Source: an optimization exercise on an open RTL-to-GDS flow (aim: small area and a short achievable clock period). Production flows keep margins and buffers that such runs may drop.
Only simulation tests tie the RTL to the original design; equivalence was not proved.
Power is estimated from default activity; no workload was simulated.

==> flow/flow/run.sh <==
#!/bin/bash
bash standard.sh ADDER_MAP_FILE= "BUFFER_PORTS_ARGS=-buffer_cell sky130_fd_sc_hd__buf_4" finish > standard.log 2>&1
==> flow/standard.sh <==
#!/bin/bash
# synth_recipe.tcl (not shown) runs the flow's synth.tcl, then flattens the netlist and writes it again
# the make line also repeats each setting of config.mk as NAME=value (left out here)
make -C /OpenROAD-flow-scripts/flow DESIGN_CONFIG=/design/flow/config.mk WORK_HOME=/design/flow/orfs CLKGATE_MAP_FILE= SYNTH_SCRIPT=/design/flow/synth_recipe.tcl "${@:-finish}"
==> flow/config.mk <==
export PLATFORM = sky130hd
export DESIGN_NAME = cpu_top
export DESIGN_NICKNAME = cpu_top
export VERILOG_FILES = /design/flow/design.v
export SDC_FILE = /design/flow/constraint.sdc
export NUM_CORES = 4
export LEC_CHECK = 0
export CAP_MARGIN = 20
export CORE_MARGIN = 2
export CORE_UTILIZATION = 65
export CTS_BUF_LIST = sky130_fd_sc_hd__clkbuf_4 sky130_fd_sc_hd__clkbuf_8
export PLACE_DENSITY = 0.75
export SETUP_SLACK_MARGIN = 2.2
export SLEW_MARGIN = 20
==> flow/constraint.sdc <==
create_clock -name core_clock -period 5.5 [get_ports {clk}]
set_input_delay 1.1000 -clock core_clock [delete_from_list [all_inputs] [get_ports {clk}]]
set_output_delay 1.1000 -clock core_clock [all_outputs]
set_load 0.01 [all_outputs]
==> flow/design.v <==
`default_nettype none
package cpu_pkg;
	localparam int word_width = 16;
	localparam int reg_count = 4;
	localparam int reg_addr_width = 2;
	localparam int dmem_depth = 16;
	localparam int dmem_addr_width = 4;
	localparam logic [3:0] op_adi = 4'd4;
	localparam logic [3:0] op_ori = 4'd5;
	localparam logic [3:0] op_lhi = 4'd6;
	localparam logic [3:0] op_lwd = 4'd7;
	localparam logic [3:0] op_swd = 4'd8;
	localparam logic [3:0] op_rtype = 4'd15;
	localparam logic [5:0] fn_add = 6'd0;
	localparam logic [5:0] fn_sub = 6'd1;
	localparam logic [5:0] fn_and = 6'd2;
	localparam logic [5:0] fn_orr = 6'd3;
	localparam logic [5:0] fn_not = 6'd4;
	localparam logic [5:0] fn_tcp = 6'd5;
	localparam logic [5:0] fn_shl = 6'd6;
	localparam logic [5:0] fn_shr = 6'd7;
	localparam logic [5:0] fn_wwd = 6'd28;
	localparam logic [5:0] fn_hlt = 6'd29;
	typedef struct packed {
		logic inv;
		logic imm_lo;
		logic imm_sx;
		logic imm_hi;
		logic s_sum;
		logic s_or;
		logic s_and;
		logic s_shr;
		logic s_mem;
		logic wr;
		logic sw;
		logic wwd;
		logic hlt;
	} ctrl_t;
endpackage
`default_nettype wire
`default_nettype none
module control (
	input  logic              [15:0] inst,
	input  logic                     ex_wr,
	input  logic              [1:0]  ex_dest,
	output cpu_pkg::ctrl_t           ctrl,
	output logic              [1:0]  dest,
	output logic              [3:0]  rs_oh,
	output logic              [3:0]  rt_oh,
	output logic                     fwd_a,
	output logic                     fwd_b
);
	logic [1:0] rs;
	logic [1:0] rt;
	logic       a_use;
	logic       b_use;
	logic [1:0] b_reg;
	logic       a_hit;
	logic       b_hit;
	assign rs = inst[11:10];
	assign rt = inst[9:8];
	always_comb begin
		ctrl = '0;
		a_use = 1'b1;
		b_use = 1'b0;
		b_reg = rt;
		case (inst[15:12])
			cpu_pkg::op_adi: begin
				ctrl.imm_lo = 1'b1;
				ctrl.imm_sx = 1'b1;
				ctrl.s_sum = 1'b1;
				ctrl.wr = 1'b1;
			end
			cpu_pkg::op_ori: begin
				ctrl.imm_lo = 1'b1;
				ctrl.s_or = 1'b1;
				ctrl.wr = 1'b1;
			end
			cpu_pkg::op_lhi: begin
				ctrl.imm_hi = 1'b1;
				ctrl.s_sum = 1'b1;
				ctrl.wr = 1'b1;
				a_use = 1'b0;
			end
			cpu_pkg::op_lwd: begin
				ctrl.s_mem = 1'b1;
				ctrl.wr = 1'b1;
			end
			cpu_pkg::op_swd: begin
				ctrl.sw = 1'b1;
				b_use = 1'b1;
			end
			cpu_pkg::op_rtype: begin
				b_use = 1'b1;
				ctrl.wr = 1'b1;
				case (inst[5:0])
					cpu_pkg::fn_add: ctrl.s_sum = 1'b1;
					cpu_pkg::fn_sub: begin
						ctrl.inv = 1'b1;
						ctrl.s_sum = 1'b1;
					end
					cpu_pkg::fn_and: ctrl.s_and = 1'b1;
					cpu_pkg::fn_orr: ctrl.s_or = 1'b1;
					cpu_pkg::fn_not: begin
						ctrl.inv = 1'b1;
						ctrl.s_or = 1'b1;
						a_use = 1'b0;
						b_reg = rs;
					end
					cpu_pkg::fn_tcp: begin
						ctrl.inv = 1'b1;
						ctrl.s_sum = 1'b1;
						a_use = 1'b0;
						b_reg = rs;
					end
					cpu_pkg::fn_shl: begin
						ctrl.s_sum = 1'b1;
						b_reg = rs;
					end
					cpu_pkg::fn_shr: ctrl.s_shr = 1'b1;
					cpu_pkg::fn_wwd: begin
						ctrl.wr = 1'b0;
						ctrl.wwd = 1'b1;
						ctrl.s_sum = 1'b1;
						b_use = 1'b0;
					end
					cpu_pkg::fn_hlt: begin
						ctrl.wr = 1'b0;
						ctrl.hlt = 1'b1;
						a_use = 1'b0;
						b_use = 1'b0;
					end
					default: begin
						ctrl.wr = 1'b0;
						a_use = 1'b0;
						b_use = 1'b0;
					end
				endcase
			end
			default: begin
				a_use = 1'b0;
			end
		endcase
	end
	assign a_hit = ex_wr && ex_dest == rs;
	assign b_hit = ex_wr && ex_dest == b_reg;
	assign fwd_a = a_use && a_hit;
	assign fwd_b = b_use && b_hit;
	assign rs_oh = (a_use && !a_hit) ? (4'b0001 << rs) : 4'b0000;
	assign rt_oh = (b_use && !b_hit) ? (4'b0001 << b_reg) : 4'b0000;
	assign dest = (inst[15:12] == cpu_pkg::op_rtype) ? inst[7:6] : inst[9:8];
endmodule
`default_nettype wire
`default_nettype none
module reg_file (
	input  logic        clk,
	input  logic        rst,
	input  logic [3:0]  rs_oh,
	input  logic [3:0]  rt_oh,
	input  logic        fwd_a,
	input  logic        fwd_b,
	input  logic [15:0] imm,
	input  logic [1:0]  dec_rs,
	input  logic [3:0]  dec_off,
	output logic [3:0]  dec_addr,
	output logic [15:0] rs_data,
	output logic [15:0] rt_data,
	input  logic        we,
	input  logic [1:0]  wr_addr,
	input  logic [15:0] wr_data
);
	logic [15:0] regs [4];
	always_ff @(posedge clk) begin
		for (int i = 0; i < 4; i++) begin
			if (rst || (we && wr_addr == 2'(i))) begin
				regs[i] <= rst ? '0 : wr_data;
			end
		end
	end
	logic [3:0] dec_rs_low;
	assign dec_rs_low = (we && wr_addr == dec_rs) ? wr_data[3:0] : regs[dec_rs][3:0];
	assign dec_addr = dec_rs_low + dec_off;
	always_comb begin
		rs_data = {16{fwd_a}} & wr_data;
		rt_data = ({16{fwd_b}} & wr_data) | imm;
		for (int i = 0; i < 4; i++) begin
			rs_data = rs_data | ({16{rs_oh[i]}} & regs[i]);
			rt_data = rt_data | ({16{rt_oh[i]}} & regs[i]);
		end
	end
endmodule
`default_nettype wire
`default_nettype none
module id_ex_reg (
	input  logic                     clk,
	input  logic                     rst,
	input  logic                     inst_valid,
	input  logic              [15:0] inst,
	input  cpu_pkg::ctrl_t           dec_ctrl,
	input  logic              [1:0]  dec_dest,
	input  logic              [3:0]  dec_rs_oh,
	input  logic              [3:0]  dec_rt_oh,
	input  logic                     dec_fwd_a,
	input  logic                     dec_fwd_b,
	input  logic              [3:0]  dec_addr,
	output cpu_pkg::ctrl_t           ex_ctrl,
	output logic              [3:0]  ex_rs_oh,
	output logic              [3:0]  ex_rt_oh,
	output logic                     ex_fwd_a,
	output logic                     ex_fwd_b,
	output logic              [1:0]  ex_dest,
	output logic              [7:0]  ex_imm8,
	output logic              [3:0]  ex_addr
);
	always_ff @(posedge clk) begin
		if (rst || !inst_valid) begin
			ex_ctrl <= '0;
		end else begin
			ex_ctrl <= dec_ctrl;
		end
	end
	always_ff @(posedge clk) begin
		ex_rs_oh <= dec_rs_oh;
		ex_rt_oh <= dec_rt_oh;
		ex_fwd_a <= dec_fwd_a;
		ex_fwd_b <= dec_fwd_b;
		ex_dest <= dec_dest;
		ex_imm8 <= inst[7:0];
		ex_addr <= dec_addr;
	end
endmodule
`default_nettype wire
`default_nettype none
module execute_stage (
	input  logic                     clk,
	input  logic                     rst,
	input  cpu_pkg::ctrl_t           ex_ctrl,
	input  logic              [1:0]  ex_dest,
	input  logic              [7:0]  ex_imm8,
	input  logic              [15:0] a,
	input  logic              [15:0] b,
	input  logic                     fwd_a,
	input  logic              [3:0]  ex_addr,
	output logic              [15:0] imm,
	output logic                     ex_wr,
	output logic                     wb_valid,
	output logic              [1:0]  wb_reg,
	output logic              [15:0] wb_data,
	output logic                     out_valid,
	output logic              [15:0] out_data,
	output logic                     halted
);
	logic        halted_q;
	logic        wb_valid_q;
	logic        out_valid_q;
	logic [1:0]  wb_reg_q;
	logic [15:0] wb_data_q;
	logic        live;
	logic [15:0] bx;
	logic [16:0] sum_c;
	logic [15:0] sum;
	logic [3:0]  mem_addr;
	logic [15:0] mem_rdata;
	logic [15:0] result;
	logic [15:0] dmem [16];
	assign live = !halted_q;
	assign imm[7:0] = ex_ctrl.imm_lo ? ex_imm8 : 8'd0;
	assign imm[15:8] = ex_ctrl.imm_hi ? ex_imm8 : {8{ex_ctrl.imm_sx && ex_imm8[7]}};
	assign bx = ex_ctrl.inv ? ~b : b;
	assign sum_c = {a, 1'b1} + {bx, ex_ctrl.inv};
	assign sum = sum_c[16:1];
	assign mem_addr = fwd_a ? (wb_data_q[3:0] + ex_imm8[3:0]) : ex_addr;
	assign mem_rdata = dmem[mem_addr];
	assign result = ({16{ex_ctrl.s_sum}} & sum) |
		({16{ex_ctrl.s_or}} & (a | bx)) |
		({16{ex_ctrl.s_and}} & (a & b)) |
		({16{ex_ctrl.s_shr}} & {a[15], a[15:1]}) |
		({16{ex_ctrl.s_mem}} & mem_rdata);
	assign ex_wr = live && ex_ctrl.wr;
	always_ff @(posedge clk) begin
		for (int i = 0; i < 16; i++) begin
			if (rst || (live && ex_ctrl.sw && mem_addr == 4'(i))) begin
				dmem[i] <= rst ? '0 : b;
			end
		end
	end
	always_ff @(posedge clk) begin
		if (rst) begin
			wb_valid_q <= 1'b0;
			out_valid_q <= 1'b0;
			halted_q <= 1'b0;
		end else begin
			wb_valid_q <= ex_wr;
			out_valid_q <= live && ex_ctrl.wwd;
			halted_q <= halted_q || (live && ex_ctrl.hlt);
		end
	end
	always_ff @(posedge clk) begin
		wb_reg_q <= ex_dest;
		wb_data_q <= result;
	end
	assign wb_valid = wb_valid_q;
	assign wb_reg = wb_reg_q;
	assign wb_data = wb_data_q;
	assign out_valid = out_valid_q;
	assign out_data = wb_data_q;
	assign halted = halted_q;
endmodule
`default_nettype wire
`default_nettype none
module cpu_top (
	input  logic                               clk,
	input  logic                               rst,
	input  logic                               inst_valid,
	input  logic [cpu_pkg::word_width-1:0]     inst,
	output logic                               wb_valid,
	output logic [cpu_pkg::reg_addr_width-1:0] wb_reg,
	output logic [cpu_pkg::word_width-1:0]     wb_data,
	output logic                               out_valid,
	output logic [cpu_pkg::word_width-1:0]     out_data,
	output logic                               halted
);
	cpu_pkg::ctrl_t dec_ctrl;
	logic [1:0]  dec_dest;
	cpu_pkg::ctrl_t ex_ctrl;
	logic [3:0]  ex_rs_oh;
	logic [3:0]  ex_rt_oh;
	logic [1:0]  ex_dest;
	logic [7:0]  ex_imm8;
	logic [15:0] a;
	logic [15:0] b;
	logic        ex_wr;
	logic [3:0]  dec_addr;
	logic [3:0]  ex_addr;
	logic        dec_fwd_a;
	logic        dec_fwd_b;
	logic        ex_fwd_a;
	logic        ex_fwd_b;
	logic [15:0] imm;
	logic [3:0]  dec_rs_oh;
	logic [3:0]  dec_rt_oh;
	control u_control (
		.inst (inst),
		.ex_wr (ex_wr),
		.ex_dest (ex_dest),
		.fwd_a (dec_fwd_a),
		.fwd_b (dec_fwd_b),
		.ctrl (dec_ctrl),
		.dest (dec_dest),
		.rs_oh (dec_rs_oh),
		.rt_oh (dec_rt_oh)
	);
	id_ex_reg u_id_ex_reg (
		.clk        (clk),
		.rst        (rst),
		.inst_valid (inst_valid),
		.inst       (inst),
		.dec_ctrl   (dec_ctrl),
		.dec_dest   (dec_dest),
		.dec_rs_oh  (dec_rs_oh),
		.dec_rt_oh  (dec_rt_oh),
		.dec_fwd_a  (dec_fwd_a),
		.dec_fwd_b  (dec_fwd_b),
		.dec_addr   (dec_addr),
		.ex_addr    (ex_addr),
		.ex_fwd_a   (ex_fwd_a),
		.ex_fwd_b   (ex_fwd_b),
		.ex_ctrl    (ex_ctrl),
		.ex_rs_oh   (ex_rs_oh),
		.ex_rt_oh   (ex_rt_oh),
		.ex_dest    (ex_dest),
		.ex_imm8    (ex_imm8)
	);
	reg_file u_reg_file (
		.clk     (clk),
		.rst     (rst),
		.rs_oh   (ex_rs_oh),
		.rt_oh   (ex_rt_oh),
		.imm     (imm),
		.dec_rs  (inst[11:10]),
		.dec_off (inst[3:0]),
		.dec_addr (dec_addr),
		.fwd_a   (ex_fwd_a),
		.fwd_b   (ex_fwd_b),
		.rs_data (a),
		.rt_data (b),
		.we      (wb_valid),
		.wr_addr (wb_reg),
		.wr_data (wb_data)
	);
	execute_stage u_execute_stage (
		.clk       (clk),
		.rst       (rst),
		.ex_ctrl   (ex_ctrl),
		.ex_dest   (ex_dest),
		.ex_imm8   (ex_imm8),
		.a         (a),
		.b         (b),
		.fwd_a     (ex_fwd_a),
		.ex_addr   (ex_addr),
		.imm       (imm),
		.ex_wr     (ex_wr),
		.wb_valid  (wb_valid),
		.wb_reg    (wb_reg),
		.wb_data   (wb_data),
		.out_valid (out_valid),
		.out_data  (out_data),
		.halted    (halted)
	);
endmodule
`default_nettype wire
==> key figures, run 1 <==
Synth
  • Ys async rst share: 0%
  • Synth Area in Simple Gates: 11.13%
  • Largest family of logic cells by synthesized area: compound AO/OA/AOI/OAI gates
  • Main area contributors after synthesis: edfxtp_1 (55%), dfxtp_1 (6.7%), a22oi_1 (3.3%)
  • Post-synth EDFFs: 320
  • Syn avg cell area: 12.39 um2
  • Compound-Gate Fraction of Synth Area: roughly 17%
  • Share of the synthesized area in the top cell type: a little under three fifths
  • Synth Warn #: 6
  • Synthesized Nets: about 1400
  • Xor/xnor cell area share of the yosys netlist: under 10%
  • Synth cell types: slightly above 80
  • Post-Syn Instances: between 1000 and 1500
  • Post-Synth Adder-Cell Area: 0.5772%
  • Mux cell area share after synthesis: roughly 3.1%
  • #FFs+latches synth: roughly 380
  • Post-synth top area cell: edfxtp_1
  • Sequential fraction of the synthesis area: between 60% and 70%
  • Most common flop cell mapped by yosys: edfxtp_1
  • Synthesized cell area: ~0.017 mm2

Cells and area
  • Share of cells above drive strength 1: roughly a fifth
  • Design Area, Final: ~0.019 mm2
  • Non-filler cells, final: approximately 1800
  • Multi-input logic area: between 0.006 and 0.007 mm2
  • Post-layout net count: around 1500
  • Storage cell area: roughly 0.011 mm2
  • P&R area growth vs syn: 11.99%
  • Most frequent cells in the layout: edfxtp_1 (320), nand2_1 (132), buf_4 (82), a22oi_1 (76), clkbuf_8 (64)
  • Most common cell after layout, fill and taps aside: edfxtp_1
  • Fill cells: 1750

Setup path
  • Critical Path Source Type: flop
  • CP max stage cell: a21o_1
  • Delay-heaviest family, CP: compound AO/OA/AOI/OAI gates
  • Setup crit end kind: flop
  • Largest stage delay, worst path: 0.80 ns
  • Register-to-Register Path Depth: 7
  • CP Data Arrival Time: approximately 3.5 ns
  • WP depth: 7
  • CP Class: flop to flop
  • Crit-path cells: a31oi_4, a2bb2oi_2, or4_4, clkbuf_2, a31oi_1, buf_4, a21o_1
  • Buffers & Inverters on Critical Path: 2
  • CP required: between 5 and 6 ns
  • Worst Path Max Fanout: 16

Global route
  • Total grt overflow: 0
  • Initial antenna violation count: 0
  • Largest net degree at the start of global routing: 58
  • Total Routing Usage GR: 37.37%
  • Vias in the first global route: roughly 13000
  • First-pass GRT wire length: about 80000 um

Timing
  • Final hold violation count: 0
  • Final setup viols: 0
  • Setup TNS: 0 ns
  • Minimum clock period: 3.245 ns
  • Max_slew headroom: 21.61%
  • Worst setup slack after layout: approximately 2.3 ns
  • Max Freq: between 300 and 400 MHz
  • Final period util: ~59%
  • Clock skew: between 0.03 and 0.04 ns
  • Worst slew pin tran: between 1 and 1.5 ns
  • Unrepaired setup endpoints after global routing: yes
  • Slew Limit Fails: 0

Pwr
  • Maximum vdd drop: between 0.3 and 0.4 mV
  • Sequential fraction of design power: between 50 and 60%
  • Clock power frac: between 30 and 40%
  • Pwr Density: between 300 and 400 mW/mm2
  • Tot Pwr: approximately 6.5 mW
  • Switching part of the total power: 27.13%
  • Pint: 4.741 mW
  • Psw: 1.765 mW
  • Combinational power share: a little over an eighth
  • Leak: 6.955 nW

Floorplanning
  • Core Box Area: around 0.026 mm2
  • FP Rows: a little under 60
  • Die Width: approximately 170 um
  • IO Pins: 56
  • Starting Density: between 60 and 70%
  • Height of the die: approximately 170 um
  • Die area: around 0.028 mm2

Run status
  • Status: no timing/DRC/antenna violations

Placement
  • Cells after DPL: ~1700
  • Placed cell areas: ~0.018 mm2
  • DP Wirelength: between 30000 and 40000 um
  • I/O Buffers: between 50 and 60
  • Routability Congestion: between 0.9 and 1
  • Place WS: about 1.4 ns

Routing
  • Routed vias/inst: 7.251
  • Post-route DRC violation count: 0
  • Number of DRC markers in iteration 0: approximately 2500
  • Wirelength per Cell: 28.80 um
  • Vias: approximately 13000
  • Final wirelength: 52590 um
  • DRT Pass-1 Iters: 18
  • Routed Antenna Nets: 0

Min path
  • Number of cells on the worst hold path: 0
  • Hold Path Class: flop to flop

Flow run
  • # Max-Cap Violations: 0

Clock tree
  • TritonCTS Buffers: 58
  • Clock root cell: clkbuf_8
  • Hold_buf cts: 0
  • Worst skew pair latency: 0.63 ns
  • Clock transition at path regs: around 0.060 ns
  • Max Root-Sink Buffers: 3
  • Clk sinks: 378
  • H-Tree Depth: 2
  • CTS tree: built
## power groups by stage
stage	logic [mW]	clock network [mW]	registers [mW]
after floorplan	0.509	0	3.32
after detailed placement	0.788	0	3.35
after CTS	0.818	2.35	3.30
final	0.871	2.34	3.30
after global placement	0.777	0	3.35
after global routing	0.904	2.46	3.31
## kinds of logic (layout without fill, tap and decap cells)
family	after synthesis	count (layout)
AOI/OAI and AO/OA	403	403
and+or+nand+nor	389	392
DFF	378	378
buffers and inverters	119	206
xor gates and xnor gates	55	55
muxes	46	46
adders and majority gates	10	10
other	0	1
## Yosys cell counts (all sizes together), types with 29 or more instances
| cell type | instances |
|---|---|
| a22oi | 76 |
| a21oi | 55 |
| nor3 | 29 |
| clkbuf | 56 |
| xnor2 | 42 |
| nand3 | 34 |
| o21ai | 55 |
| nand2 | 133 |
| buf | 52 |
| dfxtp | 58 |
| edfxtp | 320 |
| nor2 | 71 |
## worst reg2reg max path, cell delays in order, from the launching register on
cell and delay [ns]:
dfxtp_4 0.45, a31oi_4 0.15, a2bb2oi_2 0.20, or4_4 0.64, clkbuf_2 0.18, a31oi_1 0.19, buf_4 0.25, a21o_1 0.81
## stage by stage
stage	utilization (%)	hold WS, ns
2_1_floorplan	-	0.4114
3_3_place_gp	68.43	0.4186
3_5_place_dp	68.51	0.4281
4_1_cts	73.53	0.4535
5_1_grt	74.31	0.4666
6_report	74.32	0.4559
## state kept, by name, indices dropped and copies added, names as in the netlist
name	flops
u_execute_stage.dmem	256
u_reg_file.regs	64
u_execute_stage.wb_data_q	16
u_id_ex_reg.ex_ctrl	13
u_id_ex_reg.ex_imm8	8
u_id_ex_reg.ex_addr	4
u_id_ex_reg.ex_rs_oh	4
u_id_ex_reg.ex_rt_oh	4
u_execute_stage.wb_reg_q	2
u_id_ex_reg.ex_dest	2
u_execute_stage.halted_q	1
u_execute_stage.out_valid_q	1
u_execute_stage.wb_valid_q	1
u_id_ex_reg.ex_fwd_a	1
u_id_ex_reg.ex_fwd_b	1
## layout make-up
cell class              instances  share of cell area, %
clock buffers                  88                  5.463
inverters                      11                 0.2384
multi-input cells             906                  32.43
diodes                          1                0.01288
flip-flops and latches        378                  55.59
clock inverters                20                 0.5927
repair buffers                 87                  3.511
well taps                     335                  2.158
## worst paths after layout
kind                                 from                     endpoint  slack (ns)
max          u_execute_stage.wb_data_q[0]  u_execute_stage.dmem[13][7]        2.25
max reg2reg  u_execute_stage.wb_data_q[0]  u_execute_stage.dmem[13][7]        2.25
min                u_id_ex_reg.ex_dest[1]  u_execute_stage.wb_reg_q[1]        0.46
min reg2reg        u_id_ex_reg.ex_dest[1]  u_execute_stage.wb_reg_q[1]        0.46
## per-layer routing
layer	vias to the layer above	GRT usage, %	routed length, um
met5	-	0	0
met4	0	17.92	2843
met3	177	7.209	6210
met2	1055	58.33	23940
met1	6407	51.19	19590
li1	5601	-	-
## what timing repair did
item / 4_1_cts / 5_1_grt
setup buffers: 5 / 8
setup endpoints to repair: 258 / 135
pin swaps: 4 / 6
cloned: 3 / 0
resized for setup: 33 / 27
==> run 2, diff against run 1 <==
--- a/flow/config.mk
+++ b/flow/config.mk
@@ -7,8 +7,8 @@
 export LEC_CHECK = 0
 export CAP_MARGIN = 20
 export CORE_MARGIN = 2
-export CORE_UTILIZATION = 65
+export CORE_UTILIZATION = 75
 export CTS_BUF_LIST = sky130_fd_sc_hd__clkbuf_4 sky130_fd_sc_hd__clkbuf_8
-export PLACE_DENSITY = 0.75
+export PLACE_DENSITY = 0.85
 export SETUP_SLACK_MARGIN = 2.2
 export SLEW_MARGIN = 20
==> run 2 against run 1 <==
Effect of this change:
- cell area decreased by 0.84%
- combinational power is 1% higher
- core utilization rose by 11 points
- fmax decreased by 1.9%
- sequential share of layout area is 0.46 points higher
- critical path depth is 2 higher
- first-iteration DRC count grew 3.9%
- largest power group unchanged
- global-route usage is 5.5 points higher
==> key figures, run 2 <==
Run status
  • Status: no timing/DRC/antenna violations

Pwr
  • Clock power frac: between 30% and 40%
  • Leak: roughly 6.9 nW
  • Pwr Density: roughly 330 mW/mm2
  • Combinational power share: 13.7%
  • Tot Pwr: between 6 and 7 mW
  • Switching part of the total power: between 20% and 30%
  • Psw: roughly 1.8 mW
  • Maximum vdd drop: 0.3142 mV
  • Pint: roughly 4.7 mW
  • Sequential fraction of design power: between 50 and 60%

Placement
  • Cells after DPL: 1654
  • I/O Buffers: 55
  • Routability Congestion: about 0.96
  • DP Wirelength: 32720 um
  • Place WS: about 1.3 ns
  • Placed cell areas: ~0.018 mm2

Synth
  • Post-Syn Instances: 1400
  • Sequential fraction of the synthesis area: 62.11%
  • Share of the synthesized area in the top cell type: between 50% and 60%
  • Main area contributors after synthesis: edfxtp_1 (55%), dfxtp_1 (6.7%), a22oi_1 (3.3%)
  • Synth cell types: between 80 and 90
  • Ys async rst share: 0%
  • Post-synth top area cell: edfxtp_1
  • Most common flop cell mapped by yosys: edfxtp_1
  • Most common cell in the netlist: edfxtp_1
  • Synth cell count leaders: edfxtp_1 (320), nand2_1 (133), a22oi_1 (76)
  • Synthesized cell area: between 0.015 and 0.02 mm2
  • Synthesized Nets: 1419
  • Synth Warn #: 6
  • #FFs+latches synth: 378
  • Syn avg cell area: 12.39 um2
  • Post-synth EDFFs: 320

Clock tree
  • TritonCTS Buffers: 56
  • Hold_buf cts: 0
  • Worst skew pair latency: around 0.64 ns
  • CTS tree: built
  • Clock root cell: clkbuf_8
  • Max Root-Sink Buffers: 3
  • Clk sinks: between 300 and 400
  • H-Tree Depth: 2
  • Clock transition at path regs: 0.07 ns

Floorplanning
  • Core Box Area: around 0.023 mm2
  • FP Rows: 55
  • Starting Density: between 70% and 80%
  • Die Width: around 160 um
  • Height of the die: roughly 160 um
  • IO Pins: 56
  • Die area: 0.02435 mm2

Min path
  • Hold_sp: u_id_ex_reg.ex_ctrl[0]
  • Hold EP: u_execute_stage.halted_q
  • Number of cells on the worst hold path: 2
  • Hold Path Class: flop to flop

Setup path
  • CP max stage cell: or4_4
  • Worst Path Max Fanout: 16
  • Critical Path Source Type: flop
  • Buffers & Inverters on Critical Path: 1
  • CP required: between 6 and 7 ns
  • Delay-heaviest family, CP: compound AO/OA/AOI/OAI gates
  • Largest stage delay, worst path: between 0.6 and 0.7 ns
  • Worst R2R Start: u_execute_stage.wb_data_q[1]
  • R2r endpoint: u_execute_stage.wb_data_q[7]
  • Setup crit end kind: flop
  • CP Class: flop to flop
  • R2r setup slk: 2.19 ns
  • CP Data Arrival Time: between 3 and 4 ns
  • Crit-path cells: a31oi_2, a2bb2oi_1, or4_4, nand3_4, buf_4, o21ai_0, a221oi_1, a31oi_1, a211o_1
  • Register-to-Register Path Depth: 9

Routing
  • Routed vias/inst: 7.640
  • Final wirelength: ~52000 um
  • Vias: roughly 14000
  • Routed Antenna Nets: 0
  • Number of DRC markers in iteration 0: between 2000 and 3000
  • Post-route DRC violation count: 0
  • Wirelength per Cell: between 20 and 30 um
  • DRT Pass-1 Iters: 6

Cells and area
  • Non-filler cells, final: around 1800
  • Final core occ: 85.06%
  • Most frequent cells in the layout: edfxtp_1 (320), nand2_1 (131), buf_4 (82), a22oi_1 (75), nor2_1 (60)
  • Largest regs: u_execute_stage.dmem x256, u_reg_file.regs x64, u_execute_stage.wb_data_q x16
  • Share of cells above drive strength 1: roughly a fifth
  • Max reg flops: between 200 and 300
  • Design Area, Final: about 0.019 mm2
  • Multi-input logic area: ~0.0063 mm2
  • # diodes: 0
  • Fill cells: about 1200
  • Most common cell after layout, fill and taps aside: edfxtp_1
  • Largest Register: u_execute_stage.dmem
  • Post-layout net count: 1458
  • Storage cell area: 0.01080 mm2
  • P&R area growth vs syn: 11.05%

Global route
  • First-pass GRT wire length: about 77000 um
  • Vias in the first global route: between 10000 and 15000
  • Total grt overflow: 0
  • Initial antenna violation count: 0
  • Largest net degree at the start of global routing: 58
  • Total Routing Usage GR: 42.85%

Timing
  • Setup TNS: 0 ns
  • Max Freq: 302.1 MHz
  • Final hold violation count: 0
  • Minimum clock period: between 3 and 4 ns
  • Max_slew headroom: about 25%
  • Final Hold Slack: ~0.44 ns
  • Unrepaired setup endpoints after global routing: yes
  • Final setup viols: 0
  • Final period util: 60.18%
  • Slew Limit Fails: 0
  • Worst setup slack after layout: roughly 2.2 ns
  • Clock skew: 0.04318 ns
  • Worst slew pin tran: between 1 and 1.5 ns

Flow run
  • # Max-Cap Violations: 0
-- run 2: changes by cell type in the layout (fill, tap and decap cells not counted), sizes merged --
cell / previous run / this run
clkinvlp: 1 / 0
inv: 12 / 14
diode: 1 / 0
clkinv: 18 / 15
and3: 25 / 24
buf: 86 / 87
clkbuf: 89 / 84
-- run 2: power by group through the flow --
stage	Combinational, mW	Clock, mW	Sequential, mW
final	0.884	2.25	3.30
after global routing	0.910	2.34	3.31
after CTS	0.817	2.23	3.29
after detailed placement	0.772	0	3.35
after global placement	0.758	0	3.35
after floorplan	0.509	0	3.32
-- run 2: worst max-delay path by stage --
stage	start	to	slack, ns	cells past startpoint
after floorplan	inst[10]	u_id_ex_reg.ex_addr[3]	2.26	6
after global placement	u_execute_stage.wb_data_q[0]	u_execute_stage.dmem[6][0]	1.46	6
after detailed placement	u_execute_stage.wb_data_q[0]	u_execute_stage.dmem[6][13]	1.34	6
after CTS	u_id_ex_reg.ex_ctrl[9]	u_execute_stage.wb_data_q[12]	2.21	9
after global routing	u_execute_stage.wb_data_q[1]	u_execute_stage.wb_data_q[7]	2.12	9
final	u_execute_stage.wb_data_q[1]	u_execute_stage.wb_data_q[7]	2.19	9
-- run 2: tightest hold or removal path, cell delays in order, from the launching register on --
cell and delay (ns):
dfxtp_1 0.30, nor2_1 0.04, nor2_1 0.07
-- run 2: cell families (layout without fill, tap and decap cells) --
kind of cell / Yosys count / in the layout / synth area share, %
XOR/XNOR: 55 / 55 / 2.778
multiplexers: 46 / 46 / 3.095
AND/OR/NAND/NOR: 389 / 391 / 11.13
adder cells (fa/ha/maj): 10 / 10 / 0.5772
buffers and inverters: 119 / 200 / 3.182
flip-flops: 378 / 378 / 62.11
AO/OA/AOI/OAI: 403 / 403 / 17.14
-- run 2: routing by layer --
layer | wire, um | track usage [%] | vias up
met2 | 23330 | 65.47 | 1338
met4 | 4025 | 27.17 | 0
met1 | 16980 | 55.47 | 6277
li1 | - | - | 5611
met3 | 7510 | 10.92 | 281
met5 | 0 | 0 | -
-- run 2: cell type report --
cell class / instances / share of cell area [%]
timing repair buffer: 87 / 3.573
sequential: 378 / 56.06
multi-input combinational: 905 / 32.56
clock buffer: 84 / 5.191
tap: 285 / 1.852
clock inverter: 18 / 0.5392
inverter: 11 / 0.2274
-- run 2: what timing repair did --
action | 4_1_cts | 5_1_grt
endpoints found under the setup margin | 255 | 74
buffers inserted | 6 | 4
resized for setup | 35 | 30
gates cloned | 2 | 0
pin swaps | 3 | 3
==> run 3, diff against run 2 <==
==> flow/config.mk (replaced) <==
export PLATFORM = sky130hd
export DESIGN_NAME = cpu_top
export DESIGN_NICKNAME = cpu_top
export VERILOG_FILES = /design/flow/design.v
export SDC_FILE = /design/flow/constraint.sdc
export NUM_CORES = 4
export LEC_CHECK = 0
export CAP_MARGIN = 20
export CORE_MARGIN = 2
export CORE_UTILIZATION = 40
export CTS_BUF_LIST = sky130_fd_sc_hd__clkbuf_8
export CTS_CLUSTER_DIAMETER = 40
export CTS_CLUSTER_SIZE = 16
export SETUP_SLACK_MARGIN = 2.2
export SLEW_MARGIN = 20
==> run 3 against run 2 <==
Effect of this change:
- synthesized cell count is the same
- worst setup slack improved by 0.013 ns
- via count shrank 2.9%
- fmax is 0.38% higher
- first-iteration DRC count fell by 30%
- hold slack got worse by 0.0027 ns
- sequential power about the same
- still clean on timing, DRC and antenna
- combinational power grew 0.9%
- wire length increased by 10%
- largest cell class unchanged
==> key figures, run 3 <==
Clock tree
  • Worst skew pair latency: 0.66 ns
  • Clock root cell: clkbuf_8
  • H-Tree Depth: 2
  • Max Root-Sink Buffers: 3
  • Clock transition at path regs: around 0.070 ns
  • Clk sinks: around 380
  • CTS tree: built
  • TritonCTS Buffers: 52
  • Hold_buf cts: 0

Floorplanning
  • Core Box Area: 0.04289 mm2
  • Die Width: ~210 um
  • IO Pins: between 50 and 60
  • Die area: about 0.045 mm2
  • Starting Density: between 40% and 50%
  • Height of the die: about 210 um
  • FP Rows: 76

Setup path
  • Largest stage delay, worst path: 0.65 ns
  • CP Data Arrival Time: between 3 and 4 ns
  • Critical Path Source Type: flop
  • Worst R2R Start: u_execute_stage.wb_data_q[0]
  • Crit-path cells: a31oi_4, a2bb2oi_1, or4_4, and3_4, buf_4, mux2_2, a222oi_1, nand4_1, a21o_1, a31o_1
  • R2r setup slk: between 2 and 2.5 ns
  • R2r endpoint: u_execute_stage.wb_data_q[14]
  • Worst Path Max Fanout: 11
  • CP required: between 6 and 7 ns
  • CP max stage cell: or4_4
  • Register-to-Register Path Depth: 10
  • CP Class: flop to flop
  • Setup crit end kind: flop

Cells and area
  • Largest Register: u_execute_stage.dmem
  • Share of cells above drive strength 1: about a fifth
  • Post-layout net count: 1477
  • Fill cells: approximately 3900
  • Multi-input logic area: 0.006317 mm2
  • P&R area growth vs syn: 15.16%
  • Most frequent cells in the layout: edfxtp_1 (320), nand2_1 (132), buf_4 (107), a22oi_1 (76), nor2_1 (64)
  • Max reg flops: between 200 and 300
  • # diodes: 0
  • Largest regs: u_execute_stage.dmem x256, u_reg_file.regs x64, u_execute_stage.wb_data_q x16
  • Most common cell after layout, fill and taps aside: edfxtp_1
  • Storage cell area: ~0.011 mm2

Routing
  • Final wirelength: roughly 57000 um
  • Post-route DRC violation count: 0
  • Routed Antenna Nets: 0
  • Wirelength per Cell: between 20 and 30 um
  • Routed vias/inst: approximately 6.3
  • Vias: between 10000 and 15000
  • DRT Pass-1 Iters: 6
  • Number of DRC markers in iteration 0: 1834

Synth
  • Sequential fraction of the synthesis area: slightly above 60%
  • Main area contributors after synthesis: edfxtp_1 (55%), dfxtp_1 (6.7%), a22oi_1 (3.3%)
  • Mux cell area share after synthesis: under 10%
  • Post-Synth Adder-Cell Area: 0.5772%
  • Compound-Gate Fraction of Synth Area: between 10% and 20%
  • Synthesized cell area: 0.01734 mm2
  • Most common flop cell mapped by yosys: edfxtp_1
  • Synth Warn #: 6
  • Syn avg cell area: 12.39 um2
  • Ys async rst share: 0%
  • Largest family of logic cells by synthesized area: compound AO/OA/AOI/OAI gates
  • Post-synth EDFFs: between 300 and 400
  • Synthesized Nets: roughly 1400
  • Most common cell in the netlist: edfxtp_1
  • #FFs+latches synth: ~380
  • Synth Area in Simple Gates: roughly 11%
  • Xor/xnor cell area share of the yosys netlist: ~2.8%
  • Synth cell types: around 80
  • Post-Syn Instances: 1400
  • Post-synth top area cell: edfxtp_1
  • Share of the synthesized area in the top cell type: 55.41%
  • Synth cell count leaders: edfxtp_1 (320), nand2_1 (133), a22oi_1 (76)

Global route
  • Total Routing Usage GR: 25.24%
  • Initial antenna violation count: 0
  • Vias in the first global route: 12570
  • Total grt overflow: 0
  • First-pass GRT wire length: around 83000 um
  • Largest net degree at the start of global routing: slightly below 60

Min path
  • Hold_sp: u_id_ex_reg.ex_ctrl[0]
  • Number of cells on the worst hold path: 2
  • Hold EP: u_execute_stage.halted_q
  • Hold Path Class: flop to flop

Pwr
  • Tot Pwr: between 6 and 7 mW
  • Leak: roughly 7.1 nW
  • Pwr Density: 337.1 mW/mm2
  • Maximum vdd drop: just over 0.2 mV

Flow run
  • # Max-Cap Violations: 0

Timing
  • Slew Limit Fails: 0
  • Final hold violation count: 0
  • Clock skew: between 0.04 and 0.05 ns
  • Worst slew pin tran: ~1.1 ns
  • Final Hold Slack: between 0.4 and 0.5 ns
  • Max_slew headroom: a little over a quarter
  • Final setup viols: 0
  • Final period util: approximately three fifths
  • Max Freq: around 300 MHz
  • Worst setup slack after layout: about 2.2 ns
  • Unrepaired setup endpoints after global routing: yes
  • Setup TNS: 0 ns
  • Minimum clock period: between 3 and 4 ns

Placement
  • Place WS: between 1.5 and 2 ns
  • Routability Congestion: between 0.9 and 1
  • I/O Buffers: 55
  • DP Wirelength: roughly 38000 um

Run status
  • Status: no timing/DRC/antenna violations
[run 3: per-stage QoR]
step	util [%]	cells	instance area (um2)
final	46.57	2086	19970
after global routing	46.57	2086	19970
after CTS	45.89	2070	19680
after detailed placement	42.72	1968	18320
after global placement	42.67	1966	18300
after floorplan	-	1400	17340
[run 3: metal layers]
layer	part of all wire, %	vias up	GRT usage (%)
met1	40	6472	33.96
met2	46	847	39.69
met4	4.0	0	10.83
met3	10	148	5.229
met5	0	-	0
li1	-	5645	-
[run 3: worst max-delay path by stage]
stage | start | slack, ns | endpoint
after detailed placement | u_execute_stage.wb_data_q[0] | 1.51 | u_execute_stage.dmem[3][0]
after floorplan | inst[10] | 2.26 | u_id_ex_reg.ex_addr[3]
final | u_execute_stage.wb_data_q[0] | 2.20 | u_execute_stage.wb_data_q[14]
after global routing | u_execute_stage.wb_data_q[0] | 2.18 | u_execute_stage.wb_data_q[8]
after global placement | u_execute_stage.wb_data_q[0] | 1.64 | u_execute_stage.dmem[1][12]
after CTS | u_id_ex_reg.ex_imm8[1] | 2.19 | u_execute_stage.wb_data_q[2]
[run 3: cell families after synthesis]
family | count (synthesis)
compound gates | 403
flops | 378
buf+inv | 119
mux | 46
fa+ha+maj | 10
xor+xnor | 55
simple gates | 389
[run 3: power by group]
part	switching (mW)	internal (mW)
combinational	0.603	0.289
sequential	0.0760	3.22
clock	1.23	1.31
total	1.91	4.82
[run 3: repair_timing]
| action | CTS | global route |
|---|---|---|
| gates cloned | 2 | 0 |
| resized for setup | 34 | 37 |
| setup buffers | 3 | 15 |
| pin swaps | 3 | 7 |
| setup endpoints to repair | 231 | 95 |
[run 3: area by class of cell]
| type | instances | area share, % |
|---|---|---|
| Clock buffer | 54 | 3.722 |
| Clock inverter | 43 | 2.381 |
| Inverter | 11 | 0.2255 |
| Multi-Input combinational cell | 905 | 31.63 |
| Sequential cell | 378 | 54.14 |
| Tap cell | 585 | 3.665 |
| Timing Repair Buffer | 110 | 4.235 |
[run 3: critical path, delay by kind of cell, from the launching register on]
family	cells	cell delay, ns
and+or+nand+nor	3	1.15
buffers and inverters	1	0.16
muxes	1	0.26
DFF	1	0.44
AOI/OAI and AO/OA	5	1.17
==> run 4, diff against run 3 <==
==> flow/flow/run.sh (replaced) <==
#!/bin/bash
export CUSTOM_ABC_SCRIPT=$PWD/flow/abc.script
bash standard.sh ADDER_MAP_FILE= "BUFFER_PORTS_ARGS=-buffer_cell sky130_fd_sc_hd__buf_4" SYNTH_SCRIPT=$PWD/flow/synth_custom.tcl finish > standard.log 2>&1
==> flow/flow/abc.script (new file) <==
strash
&get -n
&fraig -x
&put
scorr
dc2
strash
&get -n
&dch -f
&nf {D}
&put
buffer -c
topo
stime -c
upsize -c {D}
dnsize -c {D}
==> flow/flow/synth_custom.tcl (new file) <==
# The standard synthesis script (synth_recipe.tcl), with one change:
# the ABC mapping step uses flow/abc.script in place of ORFS's speed script.
# Registers are mapped before ABC runs, so they are the same as the
# standard synthesis's.
proc synth {args} { yosys synth -nofsm -noshare {*}$args }
proc abc {args} {
  set i [lsearch -exact $args -script]
  if {$i >= 0} { lset args [expr {$i + 1}] $::env(CUSTOM_ABC_SCRIPT) }
  yosys abc {*}$args
}
source $::env(SCRIPTS_DIR)/synth.tcl
# left out here: clear keep_hierarchy, flatten, clean up, hide names made inside functions, write 1_2_yosys.v
--- a/flow/config.mk
+++ b/flow/config.mk
@@ -8,8 +8,6 @@
 export CAP_MARGIN = 20
 export CORE_MARGIN = 2
 export CORE_UTILIZATION = 40
-export CTS_BUF_LIST = sky130_fd_sc_hd__clkbuf_8
-export CTS_CLUSTER_DIAMETER = 40
-export CTS_CLUSTER_SIZE = 16
+export CTS_BUF_LIST = sky130_fd_sc_hd__clkbuf_4 sky130_fd_sc_hd__clkbuf_8
 export SETUP_SLACK_MARGIN = 2.2
 export SLEW_MARGIN = 20
==> run 4 against run 3 <==
Effect of this change:
- clock skew decreased by 0.015 ns
- count of clock-buffer cells in the layout is 34 higher
- core utilization increased by 2.0 points
- synthesized area fell by 11%
- combinational power shrank 32%
- flip-flop and latch count is the same
- die area is 11% lower
- cell area down 8.1%
- fmax decreased by 12%
- power down 3.6%
- clock power up 2%
- first-iteration DRC count down 1.8%
- critical endpoint is now u_execute_stage.wb_data_q[15]
- largest cell class unchanged
- largest power group unchanged
==> key figures, run 4 <==
Synth
  • Synthesized Nets: approximately 1100
  • Sequential fraction of the synthesis area: around 70%
  • Synth cell count leaders: edfxtp_1 (320), a222oi_1 (104), nand2_1 (103)
  • Syn avg cell area: around 14 um2
  • Synth cell types: 58
  • Most common cell in the netlist: edfxtp_1
  • Synthesized cell area: between 0.015 and 0.02 mm2
  • Share of the synthesized area in the top cell type: between 60 and 70%
  • Post-synth EDFFs: 320
  • Main area contributors after synthesis: edfxtp_1 (62%), dfxtp_1 (7.5%), a222oi_1 (6.8%)
  • Synth Warn #: 6
  • Most common flop cell mapped by yosys: edfxtp_1
  • Ys async rst share: 0%
  • Post-Syn Instances: ~1100
  • #FFs+latches synth: approximately 380
  • Post-synth top area cell: edfxtp_1

Run status
  • Status: no timing/DRC/antenna violations

Routing
  • Wirelength per Cell: 26.18 um
  • Vias: roughly 11000
  • Final wirelength: around 47000 um
  • DRT Pass-1 Iters: 9
  • Routed length on met2: between 20000 and 25000 um
  • Routed vias/inst: a little over 6
  • WL met1: 18780 um
  • Top routing layer used: met4
  • Metal3 WL: roughly 4300 um
  • Number of DRC markers in iteration 0: 1801
  • Routed Antenna Nets: 0
  • Post-route DRC violation count: 0

Cells and area
  • Fill cells: about 3300
  • Largest Register: u_execute_stage.dmem
  • Post-layout net count: between 1000 and 1500
  • # diodes: 0
  • Most common cell after layout, fill and taps aside: edfxtp_1
  • Max reg flops: about 260
  • Non-filler cells, final: between 1500 and 2000
  • Most frequent cells in the layout: edfxtp_1 (320), buf_4 (121), a222oi_1 (104), nand2_1 (99), clkbuf_8 (67)
  • Share of cells above drive strength 1: ~26%
  • P&R area growth vs syn: 19.19%
  • Final core occ: about half
  • Largest regs: u_execute_stage.dmem x256, u_reg_file.regs x64, u_execute_stage.wb_data_q x16
  • Design Area, Final: 0.01835 mm2

Setup path
  • Setup crit end kind: flop
  • Crit path launch: u_reg_file.regs[0][0]
  • Worst R2R Start: u_reg_file.regs[0][0]
  • CP required: roughly 6 ns
  • Worst Path Max Fanout: 3
  • Critical Path Source Type: flop
  • Register-to-Register Path Depth: 14
  • CP Data Arrival Time: 4.28 ns
  • CP Class: flop to flop

Global route
  • First-pass GRT wire length: ~68000 um
  • Total Routing Usage GR: between 20% and 30%
  • Largest net degree at the start of global routing: between 50 and 60
  • Vias in the first global route: 10580
  • Initial antenna violation count: 0
  • Total grt overflow: 0

Clock tree
  • Clk sinks: ~380
  • Clock root cell: clkbuf_8
  • Clock transition at path regs: about 0.06 ns
  • H-Tree Depth: 3
  • TritonCTS Buffers: 66
  • Max Root-Sink Buffers: 3
  • Hold_buf cts: 0
  • CTS tree: built
  • Worst skew pair latency: just over 0.6 ns

Floorplanning
  • Die Width: between 200 and 250 um
  • FP Rows: 71
  • Die area: between 0.04 and 0.05 mm2
  • Height of the die: 200.2 um
  • IO Pins: 56
  • Core Box Area: 0.03776 mm2
  • Starting Density: just over 40%

Placement
  • DP Wirelength: 28590 um
  • Routability Congestion: just under 0.9
  • Placed cell areas: about 0.016 mm2
  • I/O Buffers: 55
  • Cells after DPL: about 1600

Pwr
  • Maximum vdd drop: between 0.1 and 0.15 mV
  • Pwr Density: 353.4 mW/mm2
  • Leak: ~6.7 nW
  • Tot Pwr: 6.486 mW

Timing
  • Worst slew pin tran: between 1 and 1.5 ns
  • Final period util: between 60% and 70%
  • Setup TNS: 0 ns
  • Max Freq: 265.6 MHz
  • Clock skew: 0.03363 ns
  • Final hold violation count: 0
  • Minimum clock period: around 3.8 ns
  • Unrepaired setup endpoints after global routing: yes
  • Max_slew headroom: approximately a quarter
  • Final setup viols: 0
  • Slew Limit Fails: 0

Min path
  • Hold Path Class: flop to flop
  • Number of cells on the worst hold path: 0
  • Hold_sp: u_id_ex_reg.ex_dest[1]

Flow run
  • # Max-Cap Violations: 0
[run 4: logic make-up after synthesis]
| kind of cell | after synthesis | synth area share [%] |
|---|---|---|
| buffers and inverters | 83 | 2.462 |
| flip-flops | 378 | 69.95 |
| AO/OA/AOI/OAI | 302 | 15.89 |
| XOR/XNOR | 41 | 2.332 |
| multiplexers | 6 | 0.4794 |
| adder cells (fa/ha/maj) | 3 | 0.1950 |
| AND/OR/NAND/NOR | 280 | 8.687 |
[run 4: metrics by stage]
step	setup slack [ns]	hold WS (ns)
2_1_floorplan	1.885	0.3741
3_3_place_gp	1.379	0.3923
3_5_place_dp	1.424	0.3892
4_1_cts	1.774	0.3976
5_1_grt	1.508	0.4049
6_report	1.734	0.3969
[run 4: critical path: stages (launching register included)]
cell and delay, ns:
edfxtp_1 0.43, a222oi_1 0.47, nand2_2 0.15, buf_4 0.17, mux2i_1 0.14, o211ai_1 0.29
nand4_1 0.22, a311oi_2 0.33, o2111ai_2 0.16, a311oi_2 0.41, o2111ai_2 0.17, a311o_1 0.32
nand3_1 0.11, nand3_1 0.08, a31o_1 0.21
[run 4: per-layer routing]
| metal | vias up | track usage, % |
|---|---|---|
| li1 | 4729 | - |
| met1 | 5548 | 30.05 |
| met2 | 659 | 36.19 |
| met3 | 115 | 4.474 |
| met4 | 0 | 9.142 |
| met5 | - | 0 |
[run 4: worst paths after layout]
check                                  endpoint  slack (ns)
setup reg to reg  u_execute_stage.wb_data_q[15]        1.73
hold reg to reg     u_execute_stage.wb_reg_q[1]        0.40
setup / recovery  u_execute_stage.wb_data_q[15]        1.73
hold / removal      u_execute_stage.wb_reg_q[1]        0.40
[run 4: report_power, final]
group / internal [mW] / switching (mW)
Clock: 1.40 / 1.19
Sequential: 3.23 / 0.0681
Combinational: 0.207 / 0.399
Total: 4.83 / 1.65
[run 4: final cells by class]
| cell class | count | area (um2) | area share [%] |
|---|---|---|---|
| flip-flops and latches | 378 | 10790 | 58.81 |
| multi-input cells | 632 | 4519 | 24.63 |
| clock buffers | 88 | 1080 | 5.884 |
| repair buffers | 133 | 1051 | 5.727 |
| well taps | 511 | 639.4 | 3.484 |
| clock inverters | 27 | 231.5 | 1.261 |
| inverters | 10 | 38.79 | 0.2114 |
[run 4: timing repair]
action	4_1_cts	5_1_grt
pin swaps	22	33
setup buffers	18	27
endpoints found under the hold margin	0	0
setup endpoints to repair	244	177
resized for setup	47	48
==> run 5, diff against run 4 <==
==> flow/flow/abc.script (replaced) <==
&get -n
&st
&dch
&nf
&put
buffer -c
topo
stime -c
upsize -c
dnsize -c
--- a/flow/config.mk
+++ b/flow/config.mk
@@ -7,7 +7,8 @@
 export LEC_CHECK = 0
 export CAP_MARGIN = 20
 export CORE_MARGIN = 2
-export CORE_UTILIZATION = 40
+export CORE_UTILIZATION = 65
 export CTS_BUF_LIST = sky130_fd_sc_hd__clkbuf_4 sky130_fd_sc_hd__clkbuf_8
+export PLACE_DENSITY = 0.75
 export SETUP_SLACK_MARGIN = 2.2
 export SLEW_MARGIN = 20
==> run 5 against run 4 <==
Effect of this change:
- power shrank 2.5%
- via count grew 2.9%
- combinational power shrank 5.6%
- synthesized cell count grew 8.6%
- cell area shrank 1.8%
- critical path type unchanged
- sequential share of layout area grew 1.1 points
- global-route usage grew 11 points
==> key figures, run 5 <==
Cells and area
  • Most frequent cells in the layout: edfxtp_1 (320), nand2_1 (102), a22oi_1 (86), buf_4 (70), a222oi_1 (66)
  • # diodes: 0
  • Most common cell after layout, fill and taps aside: edfxtp_1
  • Non-filler cells, final: around 1600
  • Final core occ: 74.12%
  • Largest Register: u_execute_stage.dmem
  • Largest regs: u_execute_stage.dmem x256, u_reg_file.regs x64, u_execute_stage.wb_data_q x16
  • Design Area, Final: between 0.015 and 0.02 mm2
  • Max reg flops: ~260
  • Fill cells: around 1600
  • Post-layout net count: ~1300
  • Share of cells above drive strength 1: around a fifth
  • P&R area growth vs syn: 12.14%

Synth
  • Synth Warn #: 6
  • Mux cell area share after synthesis: less than 1%
  • Most common flop cell mapped by yosys: edfxtp_1
  • Synthesized Nets: ~1200
  • Sequential fraction of the synthesis area: approximately 67%
  • Largest family of logic cells by synthesized area: compound AO/OA/AOI/OAI gates
  • Post-Syn Instances: ~1200
  • Syn avg cell area: about 14 um2
  • Synth Area in Simple Gates: a little over a tenth
  • Post-synth EDFFs: 320
  • Main area contributors after synthesis: edfxtp_1 (60%), dfxtp_1 (7.2%), a222oi_1 (4.1%)
  • Synth cell count leaders: edfxtp_1 (320), nand2_1 (102), a22oi_1 (86)
  • Compound-Gate Fraction of Synth Area: between 15 and 20%
  • #FFs+latches synth: 378
  • Synthesized cell area: between 0.015 and 0.02 mm2
  • Most common cell in the netlist: edfxtp_1
  • Ys async rst share: 0%
  • Post-synth top area cell: edfxtp_1
  • Xor/xnor cell area share of the yosys netlist: 3.223%
  • Share of the synthesized area in the top cell type: between 50 and 60%
  • Post-Synth Adder-Cell Area: less than 1%
  • Synth cell types: roughly 70

Global route
  • Vias in the first global route: ~11000
  • Total Routing Usage GR: 33.79%
  • Total grt overflow: 0
  • First-pass GRT wire length: roughly 65000 um
  • Largest net degree at the start of global routing: between 50 and 60
  • Initial antenna violation count: 0

Clock tree
  • Clk sinks: approximately 380
  • Max Root-Sink Buffers: 3
  • Hold_buf cts: 0
  • Worst skew pair latency: slightly above 0.6 ns
  • TritonCTS Buffers: a little under 60
  • Clock transition at path regs: roughly 0.06 ns
  • CTS tree: built
  • H-Tree Depth: 2
  • Clock root cell: clkbuf_8

Timing
  • Final hold violation count: 0
  • Worst slew pin tran: 1.169 ns
  • Worst setup slack after layout: approximately 2.2 ns
  • Max_slew headroom: about 22%
  • Final period util: roughly 59%
  • Slew Limit Fails: 0
  • Final setup viols: 0
  • Clock skew: 0.02212 ns
  • Unrepaired setup endpoints after global routing: yes
  • Max Freq: 307.1 MHz
  • Setup TNS: 0 ns
  • Minimum clock period: around 3.3 ns
  • Final Hold Slack: ~0.4 ns

Routing
  • Number of DRC markers in iteration 0: 2254
  • DRT Pass-1 Iters: 8
  • Wirelength per Cell: between 20 and 30 um
  • Post-route DRC violation count: 0
  • Routed Antenna Nets: 0
  • Vias: 11370
  • Routed vias/inst: slightly above 7
  • Final wirelength: between 40000 and 50000 um

Min path
  • Hold EP: u_execute_stage.wb_reg_q[1]
  • Number of cells on the worst hold path: 0
  • Hold Path Class: flop to flop
  • Hold_sp: u_id_ex_reg.ex_dest[1]

Floorplanning
  • FP Rows: 57
  • Starting Density: roughly two thirds
  • Core Box Area: 0.02432 mm2
  • Height of the die: 161.3 um
  • Die Width: about 160 um
  • IO Pins: 56
  • Die area: between 0.02 and 0.03 mm2

Setup path
  • CP Class: flop to flop
  • CP required: between 5 and 6 ns
  • Worst R2R Start: u_id_ex_reg.ex_imm8[0]
  • Critical Path Source Type: flop
  • Register-to-Register Path Depth: 9
  • R2r endpoint: u_execute_stage.wb_data_q[9]
  • Worst Path Max Fanout: 17
  • Setup crit end kind: flop
  • CP Data Arrival Time: 3.71 ns
  • R2r setup slk: roughly 2.2 ns

Pwr
  • Combinational power share: 9.0%
  • Maximum vdd drop: around 0.31 mV
  • Leak: around 6.5 nW
  • Switching part of the total power: about a quarter
  • Pwr Density: 350.7 mW/mm2
  • Clock power frac: between 30% and 40%
  • Tot Pwr: around 6.3 mW
  • Sequential fraction of design power: 52.1%
  • Pint: about 4.8 mW
  • Psw: 1.559 mW

Run status
  • Status: no timing/DRC/antenna violations

Placement
  • Placed cell areas: 0.01661 mm2
  • DP Wirelength: 28680 um
  • I/O Buffers: 55
  • Routability Congestion: 0.9375
  • Place WS: approximately 1.8 ns
  • Cells after DPL: approximately 1500

Flow run
  • # Max-Cap Violations: 0
run 5: cell types whose count changed after synthesis, moves of 7 or more:
cell / previous run / this run
a222oi_1: 104 / 66
a22oi_1: 60 / 86
nor3_1: 5 / 18
a21oi_1: 16 / 28
and3_1: 9 / 21
buf_2: 0 / 12
o21ai_0: 37 / 25
a211o_1: 1 / 10
a221oi_1: 0 / 9
or2_2: 8 / 1
xnor2_2: 0 / 7
run 5: cell type report:
cell class,instances,area [um2],share of cell area (%)
repair buffers,70,525.5,2.915
inverters,14,52.55,0.2915
clock inverters,31,255.2,1.416
flip-flops and latches,378,10790,59.87
multi-input cells,711,5007,27.78
clock buffers,79,987.2,5.477
well taps,324,405.4,2.249
run 5: kinds of logic after synthesis:
kind of cell,after synthesis
AND/OR/NAND/NOR,329
AO/OA/AOI/OAI,314
buffers and inverters,98
multiplexers,11
flip-flops,378
adder cells (fa/ha/maj),6
XOR/XNOR,51
run 5: worst max-delay path by stage:
| stage | cells after the start | to | from | slack, ns |
|---|---|---|---|---|
| 6_report | 9 | u_execute_stage.wb_data_q[9] | u_id_ex_reg.ex_imm8[0] | 2.24 |
| 5_1_grt | 10 | u_execute_stage.wb_data_q[13] | u_id_ex_reg.ex_imm8[0] | 2.19 |
| 4_1_cts | 10 | u_execute_stage.wb_data_q[13] | u_execute_stage.wb_data_q[0] | 2.16 |
| 3_5_place_dp | 9 | u_execute_stage.wb_data_q[13] | u_id_ex_reg.ex_fwd_a | 1.78 |
| 3_3_place_gp | 7 | u_execute_stage.wb_data_q[9] | u_id_ex_reg.ex_fwd_a | 1.88 |
| 2_1_floorplan | 8 | u_id_ex_reg.ex_rt_oh[3] | inst[12] | 2.50 |
run 5: timing repair:
action,4_1_cts,5_1_grt
endpoints found under the setup margin,176,68
pin swaps,5,10
setup buffers,3,5
resized for setup,16,22
run 5: power groups by stage:
stage / sequential [mW] / combinational (mW) / clock, mW
global placement: 3.35 / 0.526 / 0
finish: 3.30 / 0.572 / 2.45
global route: 3.30 / 0.602 / 2.59
floorplan: 3.32 / 0.352 / 0
CTS: 3.29 / 0.548 / 2.46
detailed placement: 3.35 / 0.537 / 0
run 5: layer usage:
layer | wire, um | GRT usage (%) | vias up
met2 | 20250 | 51.44 | 842
met3 | 5544 | 6.780 | 136
met4 | 1653 | 10.80 | 0
li1 | - | - | 4860
met1 | 16960 | 49.93 | 5532
met5 | 0 | 0 | -
run 5: critical path: stages, from the launching register on:
cell       delay [ns]
dfxtp_1          0.49
nand2_1          0.16
o211ai_1         0.27
a31oi_1          0.15
a22o_4           0.33
and3_4           0.28
a222oi_1         0.59
nand4_1          0.35
o221ai_1         0.31
o2111ai_1        0.16
==> run 6, diff against run 5 <==
==> flow/flow/abc.script (replaced) <==
&get -n
&st
&dch
&nf -R 20
&put
buffer -c
topo
stime -c
upsize -c
dnsize -c
==> run 6 against run 5 <==
Effect of this change:
- still clean on timing, DRC and antenna
- critical path type unchanged
- via count shrank 3.6%
- critical endpoint is now u_execute_stage.wb_data_q[4]
- sequential share of layout area up 1.3 points
- hold slack barely moved
- synthesized cell count decreased by 1.6%
==> key figures, run 6 <==
Cells and area
  • Most common cell after layout, fill and taps aside: edfxtp_1
  • Max reg flops: between 200 and 300
  • Design Area, Final: approximately 0.018 mm2
  • Most frequent cells in the layout: edfxtp_1 (320), nand2_1 (107), a22oi_1 (85), buf_4 (84), a222oi_1 (68)
  • Post-layout net count: 1251
  • Largest Register: u_execute_stage.dmem
  • P&R area growth vs syn: 11.77%
  • Share of cells above drive strength 1: a little under a fifth
  • Non-filler cells, final: between 1500 and 2000
  • Largest regs: u_execute_stage.dmem x256, u_reg_file.regs x64, u_execute_stage.wb_data_q x16
  • Final core occ: approximately 73%
  • Multi-input logic area: roughly 0.0046 mm2
  • Fill cells: 1625
  • Storage cell area: around 0.011 mm2
  • # diodes: 0

Placement
  • Routability Congestion: around 0.95
  • Cells after DPL: ~1500
  • I/O Buffers: 55
  • DP Wirelength: roughly 26000 um
  • Placed cell areas: 0.01636 mm2
  • Place WS: roughly 1.8 ns

Flow run
  • # Max-Cap Violations: 0

Setup path
  • Crit-path cells: or2_2, nand2_1, xnor2_1, mux2i_1, nand2b_1, nor2_1, buf_4, a222oi_1, nand3_1, a21oi_1, a31oi_1, a211oi_1, o21ai_0
  • CP max stage cell: a222oi_1
  • CP required: 5.98 ns
  • Critical Path Source Type: flop
  • CP Data Arrival Time: 3.72 ns
  • Buffers & Inverters on Critical Path: 1
  • Largest stage delay, worst path: approximately 0.59 ns
  • CP Class: flop to flop
  • Delay-heaviest family, CP: compound AO/OA/AOI/OAI gates
  • Worst Path Max Fanout: 17
  • Setup crit end kind: flop

Global route
  • Initial antenna violation count: 0
  • First-pass GRT wire length: 60050 um
  • Total Routing Usage GR: ~31%
  • Total grt overflow: 0
  • Vias in the first global route: roughly 10000
  • Largest net degree at the start of global routing: 57

Synth
  • Sequential fraction of the synthesis area: ~68%
  • Post-synth top area cell: edfxtp_1
  • Synth cell types: between 60 and 70
  • Most common flop cell mapped by yosys: edfxtp_1
  • Synth cell count leaders: edfxtp_1 (320), nand2_1 (107), a22oi_1 (85)
  • Main area contributors after synthesis: edfxtp_1 (61%), dfxtp_1 (7.4%), a222oi_1 (4.3%)
  • Synthesized cell area: between 0.015 and 0.02 mm2
  • Synthesized Nets: 1187
  • Post-synth EDFFs: 320
  • #FFs+latches synth: between 300 and 400
  • Ys async rst share: 0%
  • Syn avg cell area: between 10 and 15 um2
  • Synth Warn #: 6
  • Post-Syn Instances: approximately 1200
  • Share of the synthesized area in the top cell type: 60.91%
  • Most common cell in the netlist: edfxtp_1

Floorplanning
  • Die area: roughly 0.026 mm2
  • IO Pins: between 50 and 60
  • Die Width: roughly 160 um
  • Height of the die: 159.8 um
  • FP Rows: 57
  • Starting Density: about 65%
  • Core Box Area: around 0.024 mm2

Clock tree
  • TritonCTS Buffers: between 50 and 60
  • Clock root cell: clkbuf_8
  • Max Root-Sink Buffers: 3
  • H-Tree Depth: 2
  • CTS tree: built
  • Clock transition at path regs: 0.06 ns
  • Worst skew pair latency: about 0.61 ns
  • Hold_buf cts: 0
  • Clk sinks: ~380

Pwr
  • Pwr Density: 343.2 mW/mm2
  • Leak: between 6 and 7 nW
  • Tot Pwr: roughly 6.1 mW
  • Maximum vdd drop: 0.3309 mV

Routing
  • Number of DRC markers in iteration 0: just under 2000
  • Final wirelength: roughly 40000 um
  • Routed Antenna Nets: 0
  • DRT Pass-1 Iters: 11
  • Routed vias/inst: between 6 and 7
  • Vias: around 11000
  • Wirelength per Cell: 25.14 um
  • Post-route DRC violation count: 0

Timing
  • Max Freq: 308.6 MHz
  • Clock skew: 0.02568 ns
  • Final Hold Slack: just under 0.4 ns
  • Minimum clock period: approximately 3.2 ns
  • Final period util: 58.91%
  • Final hold violation count: 0
  • Max_slew headroom: ~44%
  • Final setup viols: 0
  • Worst slew pin tran: 0.8378 ns
  • Unrepaired setup endpoints after global routing: yes
  • Slew Limit Fails: 0
  • Worst setup slack after layout: 2.260 ns
  • Setup TNS: 0 ns

Min path
  • Hold Path Class: flop to flop

Run status
  • Status: no timing/DRC/antenna violations
## run 6: cell types whose count changed in the layout (fill, tap and decap cells not counted), sizes merged, moves of 4 or more
cell / change
o211ai: +5
a21oi: +4
buf: +14
nand2b: +4
a221oi: +4
nand2: +5
nor3: -9
nor4: -9
or2: +13
nor2: +13
nand3: -8
nand4: -8
and3: -5
a21o: -8
## run 6: final timing paths
path | start | endpoint | slack [ns] | cells past startpoint
min reg2reg | u_id_ex_reg.ex_dest[1] | u_execute_stage.wb_reg_q[1] | 0.39 | 0
max | u_id_ex_reg.ex_imm8[2] | u_execute_stage.wb_data_q[4] | 2.26 | 13
max reg2reg | u_id_ex_reg.ex_imm8[2] | u_execute_stage.wb_data_q[4] | 2.26 | 13
min | u_id_ex_reg.ex_dest[1] | u_execute_stage.wb_reg_q[1] | 0.39 | 0
## run 6: layer usage
| layer | global-route usage (%) | up-vias | wire (um) |
|---|---|---|---|
| met5 | 0.5682 | - | 0 |
| met2 | 46.24 | 769 | 18080 |
| met4 | 10.11 | 0 | 1044 |
| li1 | - | 4774 | - |
| met1 | 46.34 | 5325 | 16040 |
| met3 | 5.896 | 88 | 5036 |
## run 6: timing repair
| action | 4_1_cts | 5_1_grt |
|---|---|---|
| setup endpoints to repair | 208 | 106 |
| pin swaps | 2 | 3 |
| buffers inserted | 1 | 6 |
| resized for setup | 11 | 16 |
## run 6: cell type report
class	count	area share (%)
multi-input cells	694	26.26
well taps	324	2.299
clock inverters	23	0.7734
flip-flops and latches	378	61.19
clock buffers	80	5.535
repair buffers	84	3.576
inverters	16	0.3619
## run 6: logic make-up after synthesis
kind of cell | Yosys count | share of synthesized area, %
AND/OR/NAND/NOR | 320 | 9.811
adder cells (fa/ha/maj) | 4 | 0.2538
flip-flops | 378 | 68.27
buffers and inverters | 96 | 2.903
XOR/XNOR | 50 | 2.990
multiplexers | 7 | 0.4679
AO/OA/AOI/OAI | 313 | 15.31
## run 6: report_power, final
group | total [mW] | internal, mW | switching [mW]
Clock | 2.24 | 1.19 | 1.05
Sequential | 3.29 | 3.23 | 0.0654
Combinational | 0.519 | 0.166 | 0.353
## run 6: worst reg2reg max path, stage by stage (launching register included)
cell      delay [ns]
dfxtp_1         0.40
or2_2           0.36
nand2_1         0.08
xnor2_1         0.06
mux2i_1         0.29
nand2b_1        0.23
nor2_1          0.06
buf_4           0.22
a222oi_1        0.60
nand3_1         0.13
a21oi_1         0.21
a31oi_1         0.13
a211oi_1        0.22
o21ai_0         0.11

## what the ideal ports hide
The flow's constraints put no driver on any port. The routed layouts listed below were extracted and timed again, unchanged, in two steps.
Step 1 assumes that a clkbuf_16 drives the clock port and a buf_2 every other input.
Step 2 adds t to the input delays and takes it off the output delays; t is the mean of the earliest and latest rising clock arrival at the registers after step 1. Input paths then give back, and output paths get back, about the clock's delay inside the block.
a / b / c = ideal ports / drivers / drivers and shift; a / b = the first two.
run	shift t [ns]	setup WS [ns]	latest minus earliest clock arrival (ns)	pins driven straight from the clock port
run 1	0.659	2.255 / 2.255 / 2.126	0.030 / 0.031	1
run 2	0.661	2.190 / 2.190 / 2.170	0.044 / 0.044	1
run 3	0.688	2.203 / 2.203 / 2.192	0.054 / 0.055	1
run 4	0.657	1.734 / 1.734 / 1.734	0.047 / 0.047	1
run 5	0.648	2.243 / 2.243 / 2.169	0.023 / 0.022	1
run 6	0.644	2.260 / 2.260 / 2.174	0.026 / 0.026	1
After both steps setup and hold are still met in every run listed. The setup slack of run 1, which loses most, moves by 0.000 ns with the drivers and by -0.129 ns with both steps.
